This is an optimization exercise on Yosys and OpenROAD, whose aim is a short achievable clock period and few clock cycles, not a production implementation. Function was checked by simulation only, so behaviour that the tests miss may differ from the original. Power and IR drop assume default switching activity.

Design pipeline, start of the top module:
module pipeline (
    input  logic                        clock,
    input  logic                        reset,
    input  logic [32-1:0]            mem_rdata,     
    output logic [1:0]                  mem_command,   
    output logic [32-1:0]            mem_addr,
    output logic [32-1:0]            mem_wdata,
    output logic                        commit_valid,
    output logic                        commit_wr_en,
    output logic [5-1:0]       commit_wr_idx,
    output logic [32-1:0]            commit_wr_data,
    output logic [32-1:0]            commit_npc,
    output logic [31:0]                 commit_inst
);
Size: about 9100 cells after synthesis, about 200 I/O pins, roughly 100000 um^2 of cells after synthesis.
make LEC_CHECK=0 CAP_MARGIN=20 CORE_MARGIN=2 CORE_UTILIZATION=42 CTS_CLUSTER_DIAMETER=100 CTS_CLUSTER_SIZE=25 PLACE_DENSITY=0.52 SETUP_SLACK_MARGIN=3.2 SLEW_MARGIN=20 SYNTH_HIERARCHICAL=1 TNS_END_PERCENT=100 finish   # period 5.5 ns
run.sh (not shown) runs the stock make flow with config.mk's settings and CLKGATE_MAP_FILE= SYNTH_SCRIPT=/design/flow/synth_recipe.tcl, a recipe that flattens the netlist after the stock synthesis.
Testbench counts at the start, summed over its fixed seeds: cycles 33,482.
Edit:
--- a/flow/design.v
+++ b/flow/design.v
@@ -1,35 +1,11 @@
-module pl_rfread #(
-    parameter int W = 8
-) (
-    input  logic              clock,
-    input  logic [4:0]        n_rs1,     
-    input  logic [4:0]        n_rs2,
-    input  logic [31*W-1:0]   regs,      
-    output logic [W-1:0]      rs1_val,
-    output logic [W-1:0]      rs2_val
-);
-    logic [31:0] sel1, sel2;
-    always_ff @(posedge clock) begin
-        sel1 <= 32'd1 << n_rs1;
-        sel2 <= 32'd1 << n_rs2;
-    end
-    always_comb begin
-        rs1_val = '0;
-        rs2_val = '0;
-        for (int i = 1; i < 32; i++) begin
-            rs1_val = rs1_val | ({W{sel1[i]}} & regs[(i-1)*W +: W]);
-            rs2_val = rs2_val | ({W{sel2[i]}} & regs[(i-1)*W +: W]);
-        end
-    end
-endmodule
 module pl_carry #(
     parameter int W = 16
 ) (
     input  logic [W-1:0] a,
     input  logic [W-1:0] b,
     input  logic         cin,
     output logic [W-1:0] p,
     output logic [W:0]   c
 );
     localparam int L = (W > 16) ? 5 : ((W > 8) ? 4 : ((W > 4) ? 3 : 2));   
     logic [W-1:0] gl [L+1];
@@ -161,22 +137,24 @@
     logic [31:0]       bus_addr_q;
     logic [31:0]       bus_wdata_q;
     logic              bus_fetch_q;      
     logic [31:0]       pc_f;             
     logic [31:0]       q_inst [QD];
     logic [QC_W-1:0]   q_ctl  [QD];
     logic [QD-1:0]     q_wr;             
     logic [QD-1:0]     q_rd;
     logic [3:0]        q_cnt;
     logic              d_valid;
     logic [31:0]       d_inst;
+    logic [31:0]       d_rs1_oh;         
+    logic [31:0]       d_rs2_oh;
     logic [4:0]        d_rs1_q, d_rs2_q;
     logic              d_use1, d_use2, d_we, d_lw, d_sw, d_sub, d_kagu, d_kadd, d_and, d_or;
     logic [4:0]        d_rd;
     logic              d_dep1, d_dep2;   
     logic              d_m1, d_m2;       
     logic              d_w1, d_w2;       
     logic [31:0]       rf [1:31];
     logic              ex_valid;
     logic [31:0]       ex_inst;
     logic [31:0]       ex_a;             
     logic [31:0]       ex_aa;            
@@ -269,43 +247,41 @@
             d_m2 <= ex_we && (qh_rs2 == ex_rd);
             d_w1 <= mm_we && (qh_rs1 == mm_rd);
             d_w2 <= mm_we && (qh_rs2 == mm_rd);
         end else begin
             d_m1 <= d_dep1;
             d_m2 <= d_dep2;
             d_w1 <= d_m1;
             d_w2 <= d_m2;
         end
         d_rs1_q  <= n_rs1;
         d_rs2_q  <= n_rs2;
+        d_rs1_oh <= 32'd1 << n_rs1;
+        d_rs2_oh <= 32'd1 << n_rs2;
         if (pop) begin
             d_inst <= qh_inst;
             {d_use1, d_use2, d_rd, d_we, d_lw, d_sw, d_sub, d_kagu, d_kadd, d_and, d_or} <= qh_ctl;
         end
     end
     logic [31:0] m_val;
     assign m_val = mm_load ? mem_rdata
                  : (mm_kagu ? {(mm_agu_c ? mm_agu_hi1 : mm_agu_hi0), mm_agu_lo}
                  : (mm_kadd ? {(mm_c16 ? mm_hi1 : mm_hi0), mm_lo} : mm_logic));
     logic [31:0] rf1, rf2, f1, f2, imm;
-    for (genvar k = 0; k < 4; k++) begin : rd
-        logic [31*8-1:0] regs;
-        always_comb begin
-            for (int i = 1; i < 32; i++) regs[(i-1)*8 +: 8] = rf[i][k*8 +: 8];
-        end
-        pl_rfread #(.W(8)) slice (
-            .clock, .n_rs1, .n_rs2, .regs,
-            .rs1_val(rf1[k*8 +: 8]), .rs2_val(rf2[k*8 +: 8])
-        );
-    end
     always_comb begin
+        rf1 = '0;
+        rf2 = '0;
+        for (int i = 1; i < 32; i++) begin
+            rf1 = rf1 | ({32{d_rs1_oh[i]}} & rf[i]);
+            rf2 = rf2 | ({32{d_rs2_oh[i]}} & rf[i]);
+        end
         f1  = d_m1 ? m_val : (d_w1 ? wb_val : rf1);
         f2  = d_m2 ? m_val : (d_w2 ? wb_val : rf2);
         imm = d_sw ? {{20{d_inst[31]}}, d_inst[31:25], d_inst[11:7]}
                    : {{20{d_inst[31]}}, d_inst[31:20]};
     end
     always_ff @(posedge clock) begin
         if (reset || !consume) begin
             ex_valid <= 1'b0;
             ex_rd    <= 5'd0;
             ex_we    <= 1'b0;
             ex_load  <= 1'b0;
Outcome:
- critical path depth falls by 5
- synthesized area falls by 5.3%
- first-iteration DRC count rises by 61%
- global-route usage rises by 6.5 points
- clock-buffer cell count falls by 9
- power falls by 18%
- clock power falls by about 7%
- setup slack improves by 210 ps
- cell area falls by 6.7%
- hold slack improves by 6.3 ps
- sequential share of layout area rises by 0.14 points
- die area falls by 5.3%
Testbench counts after the change, summed over its fixed seeds: cycles 33,482.

-- separate check: timing with driven ports --
Ports are ideal in the flow. The routed layouts listed here were re-timed in OpenROAD.
Step 1 (the two cells are an assumption about what drives the block):
set clk [get_ports {clock}]
set_driving_cell -lib_cell sky130_fd_sc_hd__clkbuf_16 $clk
set_driving_cell -lib_cell sky130_fd_sc_hd__buf_2 [delete_from_list [all_inputs] $clk]
Step 2 times the ports against the registers' clock, not the clock port: input delays grow and output delays shrink by t, the midpoint of the rising clock arrivals with the driver on.
a / b / c = no drivers / after step 1 / after step 2; a / b = the first two.
run	t, ns	setup WS [ns]	cell pins on the clock port's net
the first run	0.925	2.812 / 2.812 / 2.161	1
the second run	0.935	3.024 / 2.923 / 2.305	1
After both steps every run listed still meets setup and hold. For the second run, which loses most, drivers alone change the setup slack by -0.101 ns; drivers and shift together by -0.719 ns.
